Background: an optimization exercise with open tools, aiming at a short achievable clock period. Do not read the settings as production practice. RTL that was checked went through simulation tests only; none was proved equivalent to the original.

==> module operand_stage, before the edit <==
module operand_stage (
    input  wire logic                          CLK,
    input  wire logic                          rst_n,
    input  wire logic [32-1:1]          wr_en,      
    input  wire pipe_types_pkg::cap_t          wr_data,
    input  wire logic [5-1:0]          rs1,
    input  wire logic [5-1:0]          rs2,
    output logic [4*(32+1)-1:0]          ga,     
    output logic [4*32-1:0]              gb      
);
    localparam int CAP_W = 32 + 1;
    logic [32*CAP_W-1:0] regs;
    logic [32-1:1]       written;
    logic [32*CAP_W-1:0] eff;     
    assign regs[0 +: CAP_W] = CAP_NULL;
    assign eff[0 +: CAP_W]  = CAP_NULL;
    for (genvar i = 1; i < 32; i++) begin : g_reg
        always_ff @(posedge CLK or negedge rst_n) begin
            if (!rst_n) begin
                written[i] <= 1'b0;
            end else if (wr_en[i]) begin
                written[i] <= 1'b1;
            end
        end
        always_ff @(posedge CLK) begin
            if (wr_en[i]) begin
                regs[i*CAP_W +: CAP_W] <= wr_data;
            end
        end
        assign eff[i*CAP_W +: 32] = regs[i*CAP_W +: 32] & {32{written[i]}};
        assign eff[i*CAP_W + 32]  = regs[i*CAP_W + 32] | ~written[i];
    end
    logic [7:0] oh1, oh2;
    assign oh1 = 8'b1 << rs1[2:0];
    assign oh2 = 8'b1 << rs2[2:0];
    always_comb begin
        ga = '0;
        gb = '0;
        for (int j = 0; j < 4; j++) begin
            for (int k = 0; k < 8; k++) begin
                ga[j*CAP_W +: CAP_W]       = ga[j*CAP_W +: CAP_W]
                                           | ({CAP_W{oh1[k]}} & eff[(j*8+k)*CAP_W +: CAP_W]);
                gb[j*32 +: 32] = gb[j*32 +: 32]
                                           | ({32{oh2[k]}} & eff[(j*8+k)*CAP_W +: 32]);
            end
        end
    end
endmodule
==> flow/config.mk <==
export PLATFORM = sky130hd
export DESIGN_NAME = cap_pipe_top
export DESIGN_NICKNAME = cap_pipe_top
export VERILOG_FILES = /design/flow/design.v
export SDC_FILE = /design/flow/constraint.sdc
export NUM_CORES = 4
export LEC_CHECK = 0
export CAP_MARGIN = 20
export CORE_MARGIN = 2
export CORE_UTILIZATION = 50
export SETUP_SLACK_MARGIN = 3.5
export SLEW_MARGIN = 20
export TNS_END_PERCENT = 100
==> flow/constraint.sdc <==
create_clock -name core_clock -period 6.0 [get_ports {CLK}]
set_input_delay 1.2000 -clock core_clock [delete_from_list [all_inputs] [get_ports {CLK}]]
set_output_delay 1.2000 -clock core_clock [all_outputs]
set_load 0.01 [all_outputs]
run.sh (not shown) runs the stock make flow with config.mk's settings and CLKGATE_MAP_FILE= SYNTH_SCRIPT=/design/flow/synth_recipe.tcl, a recipe that flattens the netlist after the stock synthesis.
Change:
--- a/flow/design.v
+++ b/flow/design.v
@@ -81,6 +81,9 @@
     logic [32*CAP_W-1:0] eff;     
     assign regs[0 +: CAP_W] = CAP_NULL;
     assign eff[0 +: CAP_W]  = CAP_NULL;
+    for (genvar i = 1; i < 32; i++) begin : g_eff0
+        assign eff[i*CAP_W +: 32] = '0;    
+    end
     for (genvar i = 1; i < 32; i++) begin : g_reg
         always_ff @(posedge CLK or negedge rst_n) begin
             if (!rst_n) begin
@@ -94,21 +97,29 @@
                 regs[i*CAP_W +: CAP_W] <= wr_data;
             end
         end
-        assign eff[i*CAP_W +: 32] = regs[i*CAP_W +: 32] & {32{written[i]}};
         assign eff[i*CAP_W + 32]  = regs[i*CAP_W + 32] | ~written[i];
     end
-    logic [7:0] oh1, oh2;
+    logic [7:0]           oh1, oh2;
+    logic [32-1:0] sel1, sel2;    
     assign oh1 = 8'b1 << rs1[2:0];
     assign oh2 = 8'b1 << rs2[2:0];
+    assign sel1[0] = 1'b0;
+    assign sel2[0] = 1'b0;
+    for (genvar i = 1; i < 32; i++) begin : g_sel
+        assign sel1[i] = oh1[i % 8] & written[i];
+        assign sel2[i] = oh2[i % 8] & written[i];
+    end
     always_comb begin
         ga = '0;
         gb = '0;
         for (int j = 0; j < 4; j++) begin
             for (int k = 0; k < 8; k++) begin
-                ga[j*CAP_W +: CAP_W]       = ga[j*CAP_W +: CAP_W]
-                                           | ({CAP_W{oh1[k]}} & eff[(j*8+k)*CAP_W +: CAP_W]);
+                ga[j*CAP_W +: 32]    = ga[j*CAP_W +: 32]
+                                           | ({32{sel1[j*8+k]}} & regs[(j*8+k)*CAP_W +: 32]);
+                ga[j*CAP_W + 32]     = ga[j*CAP_W + 32]
+                                           | (oh1[k] & eff[(j*8+k)*CAP_W + 32]);
                 gb[j*32 +: 32] = gb[j*32 +: 32]
-                                           | ({32{oh2[k]}} & eff[(j*8+k)*CAP_W +: 32]);
+                                           | ({32{sel2[j*8+k]}} & regs[(j*8+k)*CAP_W +: 32]);
             end
         end
     end
The new run produced a clean layout. Clock-buffer cell count fell by 13. Setup slack gains 37 ps. Global-route usage fell by 5.2 points. Die area fell by a few percent. Sequential share of layout area rose by 2.2 points.
No functional check of the RTL was part of the first run of this note.

========
job 659:
Another version of the RTL of cap_pipe_top (not shown whole).
Size in the first run: roughly 1,600 flip-flops, about 75 I/O pins, roughly 81,000 µm² of cells after synthesis.
==> module cap_alu_stage, before the edit <==
module cap_alu_stage (
    input  wire logic                      CLK,
    input  wire logic                      rst_n,
    input  wire logic                      s1_valid,
    input  wire logic [5-1:0]      s1_rd,
    input  wire logic                      s1_wr,
    input  wire logic                      s1_exc,
    input  wire logic [32-1:1]      s1_we,
    input  wire logic                      xs,       
    input  wire logic                      xsn,      
    input  wire logic                      xs1,      
    input  wire logic                      xa_r,     
    input  wire logic [3:0]                xa_g,     
    input  wire logic                      z_ret,    
    input  wire logic                      z_retn,   
    input  wire logic [3:0]                z_ga,     
    input  wire logic [3:0]                z_gb,     
    input  wire logic [3:0]                z_gbn,    
    input  wire logic [32-1:0]       imm_m,    
    input  wire logic                      e0_ci,
    input  wire logic                      e0_one,
    input  wire logic                      e0_tag,
    input  wire logic                      e1_one,
    input  wire logic                      e1_nci,
    input  wire logic                      t_f,      
    input  wire logic                      t_r,      
    input  wire logic [3:0]                t_g,      
    input  wire logic                      tag_keep,
    input  wire logic [4*(32+1)-1:0] ga,
    input  wire logic [4*32-1:0]     gb,
    output logic                           s2_valid,
    output logic [5-1:0]           s2_rd,
    output logic                           s2_wr,
    output logic [32-1:1]           wr_en,
    output pipe_types_pkg::cap_t           wr_data,
    output logic                           retire_valid,
    output pipe_types_pkg::retire_t        retire
);
    localparam int W     = 32;
    localparam int CAP_W = 32 + 1;
    logic [W-1:0] s2_s;
    logic [W-1:0] s2_c;
    logic         s2_ci;
    logic         s2_tag;
    logic         s2_exc;
    logic [W-1:0] ret;
    logic         ret_tag;
    logic [W-1:0] ret_qn;       
    logic         ret_tag_qn;
    logic [W-1:0] x, y, z, m, sum_s, sum_c;
    logic         tag_a, e0, e1;
    logic [W-1:0] n_hp, n_g, n_p;
    logic [W-1:0] s2_hp, s2_g, s2_p;    
    always_comb begin
        x = ({W{xs}} & s2_s) | ({W{xsn}} & ~s2_s) | ({W{xs1}} & {s2_s[W-2:0], 1'b0})
          | ({W{xa_r}} & ret);
        y = ({W{xs}} & s2_c) | ({W{xsn}} & ~s2_c) | ({W{xs1}} & {s2_c[W-2:0], 1'b0});
        z = imm_m | ({W{z_ret}} & ret) | ({W{z_retn}} & ~ret) | {{(W-2){1'b0}}, xs1 & s2_ci, 1'b0};
        tag_a = (t_f & s2_tag) | (t_r & ret_tag);
        for (int j = 0; j < 4; j++) begin
            x = x | ({W{xa_g[j]}} & ga[j*CAP_W +: W]);
            z = z | ({W{z_ga[j]}} & ga[j*CAP_W +: W])
                  | ({W{z_gb[j]}} & gb[j*W +: W])
                  | ({W{z_gbn[j]}} & ~gb[j*W +: W]);
            tag_a = tag_a | (t_g[j] & ga[j*CAP_W + W]);
        end
        sum_s = x ^ y ^ z;
        m     = (x & y) | (x & z) | (y & z);
        e0    = (e0_ci & s2_ci) | e0_one | (e0_tag & tag_a);
        e1    = e1_one | (e1_nci & ~s2_ci);
        sum_c = {m[W-2:0], e0};
        n_hp = sum_s ^ sum_c;
        n_g  = sum_s & sum_c;
        n_p  = n_hp;
        n_g[0] = n_g[0] | (n_hp[0] & e1);
        for (int d = 1; d < 4; d = d * 2) begin
            for (int i = W - 1; i >= d; i--) begin
                n_g[i] = n_g[i] | (n_p[i] & n_g[i-d]);
                n_p[i] = n_p[i] & n_p[i-d];
            end
        end
    end
    always_ff @(posedge CLK or negedge rst_n) begin
        if (!rst_n) begin
            s2_valid     <= 1'b0;
            wr_en        <= '0;
            retire_valid <= 1'b0;
        end else begin
            s2_valid     <= s1_valid;
            wr_en        <= s1_valid ? s1_we : '0;
            retire_valid <= s2_valid;
        end
    end
    assign ret     = ~ret_qn;
    assign ret_tag = ~ret_tag_qn;
    always_ff @(posedge CLK) begin
        s2_rd  <= s1_rd;
        s2_wr  <= s1_wr;
        s2_exc <= s1_exc;
        s2_s   <= sum_s;
        s2_c   <= sum_c;
        s2_ci  <= e1;
        s2_hp  <= n_hp;
        s2_g   <= n_g;
        s2_p   <= n_p;
        s2_tag <= tag_keep & tag_a;
    end
    logic [W-1:0] kg, kp, carry;
    always_comb begin
        kg = s2_g;
        kp = s2_p;
        for (int d = 4; d < W; d = d * 2) begin
            for (int i = W - 1; i >= d; i--) begin
                kg[i] = kg[i] | (kp[i] & kg[i-d]);
                kp[i] = kp[i] & kp[i-d];
            end
        end
        carry = {kg[W-2:0], s2_ci};
    end
    assign wr_data.tag  = s2_tag;
    assign wr_data.addr = s2_hp ^ carry;
    always_ff @(posedge CLK) begin
        retire.rd    <= s2_rd;
        retire.value <= wr_data;
        retire.exc   <= s2_exc;
        ret_qn       <= ~wr_data.addr;    
        ret_tag_qn   <= ~wr_data.tag;
    end
endmodule
Settings: LEC_CHECK=0, ABC_CLOCK_PERIOD_IN_PS=2000, CAP_MARGIN=20, CORE_MARGIN=2, CORE_UTILIZATION=40, SETUP_SLACK_MARGIN=3.5, SLEW_MARGIN=20, TNS_END_PERCENT=100; clock period 6.0 ns.
Job 659 did not stop at any stage, and its layout met the timing, design-rule and antenna checks.
What job 1783 does differently from job 659 at the input level:
==> flow/design.v, changed modules only <==
module cap_alu_stage (
    input  wire logic                      CLK,
    input  wire logic                      rst_n,
    input  wire logic                      s1_valid,
    input  wire logic [5-1:0]      s1_rd,
    input  wire logic                      s1_wr,
    input  wire logic                      s1_exc,
    input  wire logic [32-1:1]      s1_we,
    input  wire logic                      xs,       
    input  wire logic                      xsn,      
    input  wire logic                      xs1,      
    input  wire logic                      xa_r,     
    input  wire logic [3:0]                xa_g,     
    input  wire logic                      z_ret,    
    input  wire logic                      z_retn,   
    input  wire logic [3:0]                z_ga,     
    input  wire logic [3:0]                z_gb,     
    input  wire logic [3:0]                z_gbn,    
    input  wire logic [32-1:0]       imm_m,    
    input  wire logic                      e0_ci,
    input  wire logic                      e0_one,
    input  wire logic                      e0_tag,
    input  wire logic                      e1_one,
    input  wire logic                      e1_nci,
    input  wire logic                      t_f,      
    input  wire logic                      t_r,      
    input  wire logic [3:0]                t_g,      
    input  wire logic                      tag_keep,
    input  wire logic [4*(32+1)-1:0] ga,
    input  wire logic [4*32-1:0]     gb,
    output logic                           s2_valid,
    output logic [5-1:0]           s2_rd,
    output logic                           s2_wr,
    output logic [32-1:1]           wr_en,
    output pipe_types_pkg::cap_t           wr_data,
    output logic                           retire_valid,
    output pipe_types_pkg::retire_t        retire
);
    localparam int W     = 32;
    localparam int CAP_W = 32 + 1;
    logic [W-1:0] s2_s;
    logic [W-1:0] s2_c;
    logic         s2_ci;
    logic         s2_tag;
    logic         s2_exc;
    logic [W-1:0] ret;
    logic         ret_tag;
    logic [W-1:0] ret_q;        
    logic         ret_tag_q;
    logic [W-1:0] x, y, z, m, sum_s, sum_c;
    logic         tag_a, e0, e1;
    always_comb begin
        x = ({W{xs}} & s2_s) | ({W{xsn}} & ~s2_s) | ({W{xs1}} & {s2_s[W-2:0], 1'b0})
          | ({W{xa_r}} & ret);
        y = ({W{xs}} & s2_c) | ({W{xsn}} & ~s2_c) | ({W{xs1}} & {s2_c[W-2:0], 1'b0});
        z = imm_m | ({W{z_ret}} & ret) | ({W{z_retn}} & ~ret) | {{(W-2){1'b0}}, xs1 & s2_ci, 1'b0};
        tag_a = (t_f & s2_tag) | (t_r & ret_tag);
        for (int j = 0; j < 4; j++) begin
            x = x | ({W{xa_g[j]}} & ga[j*CAP_W +: W]);
            z = z | ({W{z_ga[j]}} & ga[j*CAP_W +: W])
                  | ({W{z_gb[j]}} & gb[j*W +: W])
                  | ({W{z_gbn[j]}} & ~gb[j*W +: W]);
            tag_a = tag_a | (t_g[j] & ga[j*CAP_W + W]);
        end
        sum_s = x ^ y ^ z;
        m     = (x & y) | (x & z) | (y & z);
        e0    = (e0_ci & s2_ci) | e0_one | (e0_tag & tag_a);
        e1    = e1_one | (e1_nci & ~s2_ci);
        sum_c = {m[W-2:0], e0};
    end
    always_ff @(posedge CLK or negedge rst_n) begin
        if (!rst_n) begin
            s2_valid     <= 1'b0;
            wr_en        <= '0;
            retire_valid <= 1'b0;
        end else begin
            s2_valid     <= s1_valid;
            wr_en        <= s1_valid ? s1_we : '0;
            retire_valid <= s2_valid;
        end
    end
    assign ret     = ret_q;
    assign ret_tag = ret_tag_q;
    always_ff @(posedge CLK) begin
        s2_rd  <= s1_rd;
        s2_wr  <= s1_wr;
        s2_exc <= s1_exc;
        s2_s   <= sum_s;
        s2_c   <= sum_c;
        s2_ci  <= e1;
        s2_tag <= tag_keep & tag_a;
    end
    logic [W-1:0] kg, kp, hp, carry;
    always_comb begin
        hp = s2_s ^ s2_c;
        kg = s2_s & s2_c;
        kp = hp;
        kg[0] = kg[0] | (hp[0] & s2_ci);
        for (int d = 1; d < W; d = d * 2) begin
            for (int i = W - 1; i >= d; i--) begin
                kg[i] = kg[i] | (kp[i] & kg[i-d]);
                kp[i] = kp[i] & kp[i-d];
            end
        end
        carry = {kg[W-2:0], s2_ci};
    end
    assign wr_data.tag  = s2_tag;
    assign wr_data.addr = hp ^ carry;
    always_ff @(posedge CLK) begin
        if (s2_valid) begin
            retire.rd    <= s2_rd;
            retire.value <= wr_data;
            retire.exc   <= s2_exc;
        end
        ret_q     <= wr_data.addr;
        ret_tag_q <= wr_data.tag;
    end
endmodule
[summary]
sequential cells as the biggest area consumer among cell classes was reported by job 1783, and multi-input gates by job 659.
Relative to job 659, design area has decreased by 7.4% in job 1783.
The chip height number comes out lower for job 1783 vs job 659.
Compared with job 659, job 1783 shows a routed wire length that is about 12% lower.
Lower wire length of the first global-routing pass was reported by job 1783, not job 659.
Delta(global-route usage, job 1783 - job 659) < 0
Compared with job 659, job 1783 shows count of clock-buffer cells in the layout that has gone down by more than 10%.
Only the layout flow was run in job 1783; the RTL was not checked for function there.

==> what the ideal ports hide <==
Ports are ideal in the flow. The routed layouts listed here were re-timed in OpenROAD.
Step 1, drivers: a clkbuf_16 drives CLK and a buf_2 each remaining input, both assumed.
Step 2 adds t to the input delays and takes it off the output delays; t is the mean of the earliest and latest rising clock arrival at the registers after step 1. Input paths then give back, and output paths get back, about the clock's delay inside the block.
Three values: no drivers, after step 1, after step 2; two values: the first two.
| run | t, ns | setup WS [ns] | hold slack, ns | worst setup path after step 2 | worst data-port slew with drivers (ns) |
|---|---|---|---|---|---|
| the first run of note 1 | 0.887 | 3.352 / 3.396 / 2.509 | 0.339 / 0.339 / 0.339 | input to register | 0.05 |
| the second run of note 1 | 0.889 | 3.388 / 3.388 / 2.629 | 0.337 / 0.337 / 0.337 | input to register | 0.05 |
| job 659 | 0.919 | 3.272 / 3.272 / 2.647 | 0.327 / 0.327 / 0.327 | input to register | 0.25 |
| job 1783 | 0.928 | 2.828 / 2.828 / 2.649 | 0.399 / 0.399 / 0.399 | input to register | 0.16 |
After both steps every run listed still meets setup and hold. For the first run of note 1, which loses most, drivers alone change the setup slack by +0.044 ns; drivers and shift together by -0.843 ns.
